Background: an optimization exercise with open tools, aiming at small area, a short achievable clock period and few clock cycles per item. Do not read the settings as production practice. At most, simulation tests tie the RTL to the original design; equivalence was not proved. No activity file was given, so power comes from the tool's default toggle rates.

## the reference run
// cla_mp_add_seq
module cla_mp_add_seq #(
    parameter int NUM_WORDS = 4
) (
    input  logic                                 clk,
    input  logic                                 rst,
    input  logic                                 in_valid,
    output logic                                 in_ready,
    input  logic [NUM_WORDS*cla_pkg::WORD_W-1:0] in_a,
    input  logic [NUM_WORDS*cla_pkg::WORD_W-1:0] in_b,
    input  logic                                 in_cin,
    input  logic                                 in_sub,
    output logic                                 out_valid,
    input  logic                                 out_ready,
    output logic [NUM_WORDS*cla_pkg::WORD_W-1:0] out_sum,
    output logic                                 out_cout,
    output logic                                 out_ovf,
    output logic                                 busy
);
    localparam int W = NUM_WORDS * WORD_W;
    logic [W-1:0] bb, s, sum_r;
    logic         c0, co, cout_r, ovf_r, empty_r, take;
    assign bb   = in_b ^ {W{in_sub}};
    assign c0   = in_cin ^ in_sub;
    assign take = empty_r | out_ready;
    add256 u_add (.a(in_a), .b(bb), .cin(c0), .sum(s), .cout(co));
    always_ff @(posedge clk) begin
        if (rst) empty_r <= 1'b1;
  ...
Size: about 2300 cells after synthesis, ~0.021 mm^2 of cells after synthesis.
==> module cla_mp_add_seq, before the edit <==
module cla_mp_add_seq #(
    parameter int NUM_WORDS = 4
) (
    input  logic                                 clk,
    input  logic                                 rst,
    input  logic                                 in_valid,
    output logic                                 in_ready,
    input  logic [NUM_WORDS*cla_pkg::WORD_W-1:0] in_a,
    input  logic [NUM_WORDS*cla_pkg::WORD_W-1:0] in_b,
    input  logic                                 in_cin,
    input  logic                                 in_sub,
    output logic                                 out_valid,
    input  logic                                 out_ready,
    output logic [NUM_WORDS*cla_pkg::WORD_W-1:0] out_sum,
    output logic                                 out_cout,
    output logic                                 out_ovf,
    output logic                                 busy
);
    localparam int W = NUM_WORDS * WORD_W;
    logic [W-1:0] bb, s, sum_r;
    logic         c0, co, cout_r, ovf_r, empty_r, take;
    assign bb   = in_b ^ {W{in_sub}};
    assign c0   = in_cin ^ in_sub;
    assign take = empty_r | out_ready;
    add256 u_add (.a(in_a), .b(bb), .cin(c0), .sum(s), .cout(co));
    always_ff @(posedge clk) begin
        if (rst) empty_r <= 1'b1;
        else if (take) empty_r <= ~in_valid;
    end
    always_ff @(posedge clk) begin
        if (take) begin
            sum_r  <= s;
            cout_r <= co;
            ovf_r  <= in_a[W-1] ^ bb[W-1] ^ s[W-1] ^ co;
        end
    end
    assign in_ready  = take;
    assign out_valid = ~empty_r;
    assign busy      = ~empty_r;
    assign out_sum   = sum_r;
    assign out_cout  = cout_r;
    assign out_ovf   = ovf_r;
endmodule
export LEC_CHECK = 0
export ABC_AREA = 1
export CAP_MARGIN = 20
export CORE_ASPECT_RATIO = 0.4
export CORE_MARGIN = 2
export CORE_UTILIZATION = 50
export CTS_BUF_LIST = sky130_fd_sc_hd__clkbuf_4 sky130_fd_sc_hd__clkbuf_8
export CTS_CLUSTER_DIAMETER = 60
export CTS_CLUSTER_SIZE = 12
export SETUP_SLACK_MARGIN = 5
export SLEW_MARGIN = 20
create_clock -name core_clock -period 10.0 [get_ports {clk}]
standard.sh (not shown) runs the stock make flow with config.mk's settings and CLKGATE_MAP_FILE= SYNTH_SCRIPT=/design/flow/synth_recipe.tcl, a recipe that flattens the netlist after the stock synthesis.
==> flow/flow/run.sh <==
#!/bin/bash
# Layout flow: the standard ORFS flow, with the port buffers inserted as the smallest buffer
# (repair_design and repair_timing still resize them where timing needs it).
set -euo pipefail
export BUFFER_PORTS_ARGS="-buffer_cell sky130_fd_sc_hd__buf_1"
bash standard.sh > standard_flow.log 2>&1
The reference run ended with every stage complete and zero timing, DRC or antenna violations.
### the reference run -> the trial run
diff --git a/flow/design.v b/flow/design.v
--- a/flow/design.v
+++ b/flow/design.v
@@ -1176,16 +1176,16 @@
     output logic                                 busy
 );
     localparam int W = NUM_WORDS * WORD_W;
     logic [W-1:0] bb, s, sum_r;
-    logic         c0, co, cout_r, ovf_r, empty_r, take;
+    logic         c0, co, cout_r, ovf_r, valid_r, take;
     assign bb   = in_b ^ {W{in_sub}};
     assign c0   = in_cin ^ in_sub;
-    assign take = empty_r | out_ready;
+    assign take = ~valid_r | out_ready;
     add256 u_add (.a(in_a), .b(bb), .cin(c0), .sum(s), .cout(co));
     always_ff @(posedge clk) begin
-        if (rst) empty_r <= 1'b1;
-        else if (take) empty_r <= ~in_valid;
+        if (rst) valid_r <= 1'b0;
+        else if (take) valid_r <= in_valid;
     end
     always_ff @(posedge clk) begin
         if (take) begin
             sum_r  <= s;
@@ -1193,10 +1193,10 @@
             ovf_r  <= in_a[W-1] ^ bb[W-1] ^ s[W-1] ^ co;
         end
     end
     assign in_ready  = take;
-    assign out_valid = ~empty_r;
-    assign busy      = ~empty_r;
+    assign out_valid = valid_r;
+    assign busy      = valid_r;
     assign out_sum   = sum_r;
     assign out_cout  = cout_r;
     assign out_ovf   = ovf_r;
 endmodule
==> comparison <==
Critical path depth (lower): the reference run
Diff the reference run -> the trial run | number of buffers outside the clock class in the layout | down slightly
Taking the reference run as the reference, in the trial run wire length lost about 1.7%, final area neither gained nor lost much.
Per the comparison of the trial run with the reference run, fraction of layout cells with a size suffix above 1 ~0 delta; cell count held; global-route usage over all layers shrank by 0.28 points; fmax now sits higher; area of placed instances grew by about 0.43%.
The trial run was carried through to the last stage, and its layout satisfied the timing, DRC and antenna checks.
Lower wire length of the first global-routing pass goes to the reference run over the trial run.
The total chip power was comparable across the reference run and the trial run.
Compared with the reference run, the trial run shows synthesized cell count higher by 0.35%.
Sort the reference run and the trial run by area growth from synthesis to final layout asc -> top: the trial run
Testbench counts of the trial run, summed over its fixed seeds: cycles 1,608, items 1,600.
The RTL of the reference run was laid out without a check of its function.

[port drivers added, routing unchanged]
The results above use ideal ports. As a check the final layouts listed here were re-extracted and re-timed, cells and wires unchanged. Step 1: set_driving_cell puts a clkbuf_16 on clk and a buf_2 on each other input, an assumption about the parent block. Step 2 moves the port delays by t, midway between the first and last clock arrival at a register: inputs arrive t later, outputs are due t later. That takes back most of the time a late clock gives input paths. a / b / c = ideal ports / drivers / drivers and shift; a / b = the first two.
| run | shift t [ns] | setup slack, ns | slew at the worst register clock pin (ns) |
|---|---|---|---|
| the reference run | 0.665 | 5.115 / 5.056 / 4.392 | 0.10 / 0.10 |
| the trial run | 0.637 | 5.183 / 5.057 / 4.420 | 0.10 / 0.10 |
After both steps setup and hold are still met in every run listed. The setup slack of the trial run, which loses most, moves by -0.126 ns with the drivers and by -0.763 ns with both steps.
